From an optimization exercise on the open Yosys and OpenROAD flow, aimed at small area, a short achievable clock period and few clock cycles; shortcuts taken in it are not production practice.
At most, simulation tests tie the RTL to the original design; equivalence was not proved.
Power figures rest on the tool's default switching activity, not on a simulated workload.

wip/umber:
// la_capture
module la_capture #(
   parameter  int DATA_W = 18,
   parameter  int DEPTH  = 256,
   localparam int AW     = $clog2(DEPTH)
) (
   input  logic              clk_i,
   input  logic              rst_i,
   input  logic [DATA_W-1:0] data_i,
   input  logic              trig_i,
   input  logic [1:0]        trig_mode_i,
   input  logic [AW-1:0]     pretrig_i,
   input  logic              arm_i,
   input  logic [7:0]        trig_cnt_i,
   output logic              armed_o,
   output logic              triggered_o,
   output logic              done_o,
   output logic              rd_valid_o,
   input  logic              rd_ready_i,
   output logic [DATA_W-1:0] rd_data_o,
   output logic              rd_last_o
);
   localparam int NTAP = 8;
   localparam int TW   = $clog2(NTAP);
   localparam int SW   = AW - TW;           
   localparam logic [1:0] TRIG_LEVEL_HIGH = 2'd0;
   localparam logic [1:0] TRIG_LEVEL_LOW  = 2'd1;
   localparam logic [1:0] TRIG_RISING     = 2'd2;
   localparam logic [1:0] TRIG_FALLING    = 2'd3;
   function automatic logic trigMatch(input logic [1:0] mode,
                                      input logic       cur,
                                      input logic       prev);
      case (mode)
         TRIG_LEVEL_HIGH: trigMatch = cur;
         TRIG_LEVEL_LOW:  trigMatch = ~cur;
         TRIG_RISING:     trigMatch = cur & ~prev;
         TRIG_FALLING:    trigMatch = ~cur & prev;
         default:         trigMatch = 1'b0;
      endcase
   endfunction
   logic          armed_q, pre_q, wait_q, post_q, done_q;
   logic [1:0]    mode_q;
   logic [AW-1:0] pretrig_q;
   logic [AW-1:0] cnt_q;         
   logic          trigPrev_q;
   logic          triggered_q;
   logic          waitMatch, fire, preEnd, postEnd, capEnd;
  ...
make LEC_CHECK=0 CAP_MARGIN=20 CORE_MARGIN=2 CORE_UTILIZATION=45 CTS_BUF_LIST='sky130_fd_sc_hd__clkbuf_8 sky130_fd_sc_hd__clkbuf_16' CTS_CLUSTER_DIAMETER=100 CTS_CLUSTER_SIZE=30 SETUP_SLACK_MARGIN=4 SLEW_MARGIN=20 finish   # period 6.0 ns
run.sh (not shown) runs the stock make flow with config.mk's settings and CLKGATE_MAP_FILE= SYNTH_SCRIPT=/design/flow/synth_recipe.tcl, a recipe that flattens the netlist after the stock synthesis.
Input-level comparison between wip/cedar and wip/umber:
- CTS_CLUSTER_DIAMETER now 60, was 100
- CTS_BUF_LIST no longer set, was sky130_fd_sc_hd__clkbuf_8 sky130_fd_sc_hd__clkbuf_16
- CORE_UTILIZATION now 65, was 45
==> comparison <==
- Total power (wip/cedar vs. wip/umber) increases by a few percent
- In wip/cedar, non-filler instance count after layout is lower than in wip/umber.
- ~same final-layout non-clock buffer area share in wip/cedar and wip/umber
- In the flow results for wip/cedar and wip/umber, the wire length on met3 is smaller on wip/cedar.
- Utilization delta for wip/cedar relative to wip/umber: 22 points higher
- From wip/umber to wip/cedar, post-synthesis share of cell area spent on full adders, half adders and majority gates did not move at all.
- wip/umber → wip/cedar: detailed-route wire length per cell increased by 1.2 um relative to the old numbers; total number of vias closely matched the old numbers.
No run of this note included a check of the RTL's function; only the layout flow was run.

* * *

la_capture, a different RTL version from the one above (not shown whole).
For scale: about 5,000 cells after synthesis, ~4,700 flip-flops, about 64 I/O pins, roughly 96,000 µm² of cells after synthesis.
clock: 6.0 ns
lec_check: 0
cap_margin: 20
core_margin: 2
core_utilization: 60
cts_cluster_diameter: 60
cts_cluster_size: 30
setup_slack_margin: 4
slew_margin: 20
The starting point produced a clean layout.
Rerun with:
CORE_UTILIZATION = 65   (was 60)
GPL_TIMING_DRIVEN = 0   (was default)
Area after synthesis stays the same.
Flip-flop and latch count is unchanged.
Worst setup slack improves by 0.078 ns.
Critical path depth fell by 1.
Clock skew is about the same.
Non-clock buffer count rose by 12.
Total power fell by about 1%.
Global-route usage rose by 1.2 points.
Wire length rose by 0.53%.
Rerun with:
CTS_CLUSTER_DIAMETER = 70   (was 60)
CTS_CLUSTER_SIZE = 36   (was 30)
GPL_TIMING_DRIVEN = default   (was 0)
What happened:
- clock-buffer cell count came out lower by 41
- sequential share of layout area came out higher by 1.3 points
- power came out lower by 4.2%
- worst setup slack barely changes
- cell count came out lower by 1.4%
- fmax hardly moves
- via count came out lower by 0.78%
- core utilization came out lower by 1.1 points
- die area is unchanged
Rerun with:
CTS_CLUSTER_DIAMETER = 60   (was 70)
CTS_CLUSTER_SIZE = 30   (was 36)
SETUP_SLACK_MARGIN = 5   (was 4)
What happened: Routed wire length came out higher by 3.0%. Count of clock-buffer cells in the layout came out higher by 45. Total power came out higher by 3.5%. Final cell count came out higher by 1.3%. Non-clock buffer count came out higher by 35.
No functional check of the RTL was part of any run of this note.

* * *

## v51
la_capture with an RTL version that a note above also has.
For scale: about 5000 cells after synthesis, roughly 96000 um2 of cells after synthesis.
Settings: LEC_CHECK=0, CAP_MARGIN=20, CORE_MARGIN=2, CORE_UTILIZATION=45, SETUP_SLACK_MARGIN=3.5, SLEW_MARGIN=20; clock period 6.0 ns.
v51 finished all stages; the layout is clean.
Setup changes, v51 to v18
Settings: CTS_BUF_LIST newly set to sky130_fd_sc_hd__clkbuf_4 sky130_fd_sc_hd__clkbuf_8.
==> run summary <==
v18 ends up with higher wire length the detailed router placed on met1 than v51 does.
Taking v51 as the reference, in v18 global router's overall resource usage increased 0.29 points; adder and majority cell fraction of the synthesized area essentially unchanged; design area decreased 660 um2.
For largest incremental delay on the critical path, v18 and v51 come out practically identical.
Modified inputs, v23 compared to v18
Settings: putting CTS_CLUSTER_SIZE at 30 where nothing was set; putting CTS_CLUSTER_DIAMETER at 100 where nothing was set; swapping 3.5 for 4 in SETUP_SLACK_MARGIN; clearing CTS_BUF_LIST, which used to be sky130_fd_sc_hd__clkbuf_4 sky130_fd_sc_hd__clkbuf_8.
## What came out
- Relative to v18, CTS buffer count has gone down in v23.
- Compared with v18, in v23 number of fill cells in the layout up 586, timing-limited maximum frequency shows an increase of 3.7%.
- In v23, the number of clock buffers in the layout came out about 80% below the value in v18.
No functional check of the RTL was part of any run of this note.

* * *

Another version of the RTL of la_capture (not shown whole).
Size in the first run: roughly 5,000 cells after synthesis, ~97,000 um^2 of cells after synthesis.
make LEC_CHECK=0 CAP_MARGIN=20 CORE_MARGIN=2 CORE_UTILIZATION=65 CTS_CLUSTER_DIAMETER=68 CTS_CLUSTER_SIZE=34 SETUP_SLACK_MARGIN=4 SLEW_MARGIN=20 finish   # period 6.0 ns
The baseline went through all stages and came out clean.
Testbench counts at the start, summed over its fixed seeds: cycles 12,628.
Next try:
--- a/flow/config.mk
+++ b/flow/config.mk
@@ -7,2 +7,3 @@
 export LEC_CHECK = 0
+export ABC_AREA = 1
 export CAP_MARGIN = 20
@@ -10,4 +11,4 @@
 export CORE_UTILIZATION = 65
-export CTS_CLUSTER_DIAMETER = 68
-export CTS_CLUSTER_SIZE = 34
+export CTS_CLUSTER_DIAMETER = 65
+export CTS_CLUSTER_SIZE = 32
 export SETUP_SLACK_MARGIN = 4
Setup slack gets worse by 0.088 ns.
Final area went down by 0.64%.
Utilization went down by 0.46 points.
Clock-buffer cell count went up by 19.

* * *

The RTL this note starts from:
==> flow/design.v <==
module la_capture_ram #(
   parameter  int DATA_W = 18,
   parameter  int DEPTH  = 256,
   parameter  int NTAP   = 8
) (
   input  logic                   clk_i,
   input  logic                   cap_i,
   input  logic [DATA_W-1:0]      wdata_i,
   output logic [NTAP*DATA_W-1:0] taps_o
);
   localparam int SPACE = DEPTH / NTAP;
   localparam int SLOTS = DEPTH - 1;
   logic [SLOTS*DATA_W-1:0] ring_q;
   always_ff @(posedge clk_i) begin
      ring_q <= {ring_q[(SLOTS-1)*DATA_W-1:0],
                 cap_i ? wdata_i : ring_q[SLOTS*DATA_W-1 -: DATA_W]};
   end
   for (genvar k = 0; k < NTAP; k++) begin : g_tap
      assign taps_o[k*DATA_W +: DATA_W] = ring_q[(k*SPACE + SPACE - 2)*DATA_W +: DATA_W];
   end
endmodule
module la_capture #(
   parameter  int DATA_W = 18,
   parameter  int DEPTH  = 256,
   localparam int AW     = $clog2(DEPTH)
) (
   input  logic              clk_i,
   input  logic              rst_i,
   input  logic [DATA_W-1:0] data_i,
   input  logic              trig_i,
   input  logic [1:0]        trig_mode_i,
   input  logic [AW-1:0]     pretrig_i,
   input  logic              arm_i,
   input  logic [7:0]        trig_cnt_i,
   output logic              armed_o,
   output logic              triggered_o,
   output logic              done_o,
   output logic              rd_valid_o,
   input  logic              rd_ready_i,
   output logic [DATA_W-1:0] rd_data_o,
   output logic              rd_last_o
);
   localparam int NTAP = 8;
   localparam int TW   = $clog2(NTAP);
   localparam int SW   = AW - TW;           
   localparam logic [1:0] TRIG_LEVEL_HIGH = 2'd0;
   localparam logic [1:0] TRIG_LEVEL_LOW  = 2'd1;
   localparam logic [1:0] TRIG_RISING     = 2'd2;
   localparam logic [1:0] TRIG_FALLING    = 2'd3;
   function automatic logic trigMatch(input logic [1:0] mode,
                                      input logic       cur,
                                      input logic       prev);
      case (mode)
         TRIG_LEVEL_HIGH: trigMatch = cur;
         TRIG_LEVEL_LOW:  trigMatch = ~cur;
         TRIG_RISING:     trigMatch = cur & ~prev;
         TRIG_FALLING:    trigMatch = ~cur & prev;
         default:         trigMatch = 1'b0;
      endcase
   endfunction
   logic          armed_q, pre_q, wait_q, post_q, done_q;
   logic [1:0]    mode_q;
   logic [AW-1:0] pretrig_q;     
   logic [AW-1:0] cnt_q;         
   logic          trigPrev_q;
   logic          triggered_q;
   logic          waitMatch, fire, preEnd, postEnd, capEnd;
   logic [7:0]    matchLeft_q;   
   assign fire = waitMatch && (matchLeft_q[7:1] == 7'd0);
   always_ff @(posedge clk_i) begin
      if (arm_i) begin
         matchLeft_q <= trig_cnt_i;
      end else if (waitMatch) begin
         matchLeft_q <= matchLeft_q - 8'd1;
      end
   end
   assign waitMatch = wait_q && !arm_i && trigMatch(mode_q, trig_i, trigPrev_q);
   assign preEnd    = pre_q && (cnt_q == AW'(1));
   assign postEnd   = post_q && (cnt_q == AW'(1));
   assign capEnd    = !arm_i && (postEnd || (fire && (&pretrig_q)));
   logic [TW-1:0]     tapSel;
   logic              rdValid_q, rdLast_q;
   logic [DATA_W-1:0] rdData_q, rdHold_q;
   logic [NTAP*DATA_W-1:0] taps;
   logic [DATA_W-1:0] tapWord;
   logic              canLoad, load, xfer;
   la_capture_ram #(
      .DATA_W (DATA_W),
      .DEPTH  (DEPTH),
      .NTAP   (NTAP)
   ) u_ram (
      .clk_i   (clk_i),
      .cap_i   (armed_q),
      .wdata_i (data_i),
      .taps_o  (taps)
   );
   assign tapSel  = pretrig_q[AW-1 -: TW] | {TW{!done_q}};
   assign tapWord = taps[tapSel*DATA_W +: DATA_W];
   assign xfer    = rdValid_q && rd_ready_i;
   assign canLoad = done_q && !rdLast_q && (pretrig_q[SW-1:0] == SW'((1 << SW) - 2));
   assign load    = canLoad && (!rdValid_q || rd_ready_i);
   always_ff @(posedge clk_i) begin
      if (rst_i) begin
         armed_q     <= 1'b0;
         pre_q       <= 1'b0;
         wait_q      <= 1'b0;
         post_q      <= 1'b0;
         done_q      <= 1'b0;
         triggered_q <= 1'b0;
      end else if (arm_i) begin
         armed_q     <= 1'b1;
         pre_q       <= (pretrig_i != '0);
         wait_q      <= (pretrig_i == '0);
         post_q      <= 1'b0;
         done_q      <= 1'b0;
         triggered_q <= 1'b0;
      end else begin
         if (preEnd) begin
            pre_q  <= 1'b0;
            wait_q <= 1'b1;
         end
         if (fire) begin
            triggered_q <= 1'b1;
            wait_q      <= 1'b0;
            post_q      <= !(&pretrig_q);
         end
         if (postEnd) begin
            post_q <= 1'b0;
         end
         if (capEnd) begin
            armed_q <= 1'b0;
            done_q  <= 1'b1;
         end
         if (xfer && rdLast_q) begin
            done_q <= 1'b0;
         end
      end
   end
   always_ff @(posedge clk_i) begin
      if (arm_i) begin
         mode_q    <= trig_mode_i;
         pretrig_q <= pretrig_i;
         cnt_q     <= pretrig_i;
      end else begin
         if (pre_q || post_q) begin
            cnt_q <= cnt_q - AW'(1);
         end
         if (fire) begin
            cnt_q <= ~pretrig_q;
         end
         if (capEnd) begin
            pretrig_q <= AW'(DEPTH - 2);
         end
         if (done_q) begin
            if (load) begin
               cnt_q <= cnt_q - AW'(1);
            end else begin
               pretrig_q <= (pretrig_q == AW'(DEPTH - 2)) ? '0 : pretrig_q + AW'(1);
            end
         end
      end
   end
   always_ff @(posedge clk_i) begin
      trigPrev_q <= trig_i;
   end
   always_ff @(posedge clk_i) begin
      if (rst_i || arm_i) begin
         rdValid_q <= 1'b0;
         rdLast_q  <= 1'b0;
      end else if (capEnd) begin
         rdValid_q <= 1'b1;
         rdLast_q  <= 1'b0;
      end else if (!rdValid_q || rd_ready_i) begin
         rdValid_q <= load;
         rdLast_q  <= load && (cnt_q == AW'(2));
      end
   end
   always_ff @(posedge clk_i) begin
      if (!done_q || load) begin
         rdHold_q <= tapWord;
      end
   end
   always_ff @(posedge clk_i) begin
      rdData_q <= (!rdValid_q || rd_ready_i) ? tapWord : rdHold_q;
   end
   assign armed_o     = armed_q;
   assign triggered_o = triggered_q;
   assign done_o      = done_q;
   assign rd_valid_o  = rdValid_q;
   assign rd_data_o   = rdData_q;
   assign rd_last_o   = rdLast_q;
endmodule
==> flow/config.mk <==
export PLATFORM = sky130hd
export DESIGN_NAME = la_capture
export DESIGN_NICKNAME = la_capture
export VERILOG_FILES = /design/flow/design.v
export SDC_FILE = /design/flow/constraint.sdc
export NUM_CORES = 4
export LEC_CHECK = 0
export CAP_MARGIN = 20
export CORE_MARGIN = 2
export CORE_UTILIZATION = 65
export CTS_CLUSTER_DIAMETER = 65
export CTS_CLUSTER_SIZE = 32
export SETUP_SLACK_MARGIN = 4
export SLEW_MARGIN = 20
export TNS_END_PERCENT = 20
==> flow/constraint.sdc <==
create_clock -name core_clock -period 6.0 [get_ports {clk_i}]
set_input_delay 1.2000 -clock core_clock [delete_from_list [all_inputs] [get_ports {clk_i}]]
set_output_delay 1.2000 -clock core_clock [all_outputs]
set_load 0.01 [all_outputs]
Testbench counts at the start, summed over its fixed seeds: cycles 12,628.
==> next run, changes <==
Settings changed: PLACE_DENSITY set to 0.7, TNS_END_PERCENT 20 to unset.
After rerunning: Non-clock buffer count came out higher by 11. Cell count stays flat. Register-to-register slack improves by 70 ps. Worst hold slack barely changes. Area after synthesis does not change. Fmax goes down by 1.5%. Critical path depth does not change. Sequential cell count is unchanged. Sequential share of layout area hardly moves. Design area stays flat. Worst setup slack got worse by 38 ps.
==> next run, changes <==
Settings changed: CTS_CLUSTER_DIAMETER 65 to 70, CTS_CLUSTER_SIZE 32 to 36, PLACE_DENSITY 0.7 to unset.
What happened:
- first-iteration DRC count falls by 4.9%
- wire length goes down by 2.9%
- design area barely changes
- worst setup slack improves by 27 ps
- fmax grows by 1.1%
==> next run, changes <==
Settings changed: CTS_CLUSTER_DIAMETER 70 to 65, CTS_CLUSTER_SIZE 36 to 32, GPL_ROUTABILITY_DRIVEN set to 0.
=> Power rises by about 2%. Setup slack improves by 17 ps. Clock power increases by about 8%. Core utilization came out higher by 0.47 points. Wire length barely changes. Cell area climbs by about 0.66%. Count of clock-buffer cells in the layout increases by 19.

re-timing with driven ports:
The flow's constraints put no driver on any port. The routed layouts listed below were extracted and timed again, unchanged, in two steps. Step 1 (the two cells are an assumption about what drives the block):
set clk [get_ports {clk_i}]
set_driving_cell -lib_cell sky130_fd_sc_hd__clkbuf_16 $clk
set_driving_cell -lib_cell sky130_fd_sc_hd__buf_2 [delete_from_list [all_inputs] $clk]
Step 2 also shifts input and output timing later by t, the mid clock arrival at the registers, as if the neighbouring blocks saw the same clock. Slacks: no drivers / after step 1 / after step 2; pairs: no drivers / after step 1.
| run | t, ns | slack for setup (ns) | hold WS [ns] | worst setup path after step 2 | pins driven straight from the clock port |
|---|---|---|---|---|---|
| wip/umber | 0.890 | 3.208 / 3.128 / 3.086 | 0.315 / 0.315 / 0.315 | input to register | 1 |
| wip/cedar | 0.868 | 3.299 / 3.225 / 3.147 | 0.315 / 0.315 / 0.315 | input to register | 1 |
| the first run of note 2 | 0.873 | 3.381 / 3.305 / 2.993 | 0.317 / 0.317 / 0.317 | input to register | 1 |
| the second run of note 2 | 0.864 | 3.459 / 3.386 / 3.005 | 0.318 / 0.318 / 0.318 | input to register | 1 |
| the third run of note 2 | 0.863 | 3.460 / 3.385 / 2.977 | 0.310 / 0.310 / 0.310 | input to register | 1 |
| the fourth run of note 2 | 0.859 | 3.473 / 3.400 / 2.899 | 0.322 / 0.322 / 0.322 | input to register | 1 |
| v51 | 0.988 | 3.160 / 3.079 / 2.666 | 0.276 / 0.276 / 0.276 | input to register | 1 |
| v18 | 1.063 | 3.105 / 3.028 / 2.629 | 0.280 / 0.280 / 0.280 | input to register | 1 |
| v23 | 0.889 | 3.208 / 3.129 / 3.083 | 0.315 / 0.315 / 0.315 | input to register | 1 |
| the first run of note 4 | 0.861 | 3.502 / 3.429 / 2.896 | 0.311 / 0.311 / 0.311 | input to register | 1 |
| the second run of note 4 | 0.852 | 3.414 / 3.340 / 3.111 | 0.320 / 0.320 / 0.320 | input to register | 1 |
| the first run of note 5 | 0.863 | 3.498 / 3.416 / 2.794 | 0.313 / 0.313 / 0.313 | input to register | 1 |
| the second run of note 5 | 0.855 | 3.460 / 3.386 / 2.963 | 0.314 / 0.314 / 0.314 | input to register | 1 |
| the third run of note 5 | 0.877 | 3.487 / 3.408 / 2.859 | 0.304 / 0.304 / 0.304 | input to register | 1 |
| the fourth run of note 5 | 0.867 | 3.504 / 3.430 / 2.933 | 0.317 / 0.317 / 0.317 | input to register | 1 |
After both steps every run listed still meets setup and hold. The setup slack of the first run of note 5, which loses most, moves by -0.082 ns with the drivers and by -0.704 ns with both steps.
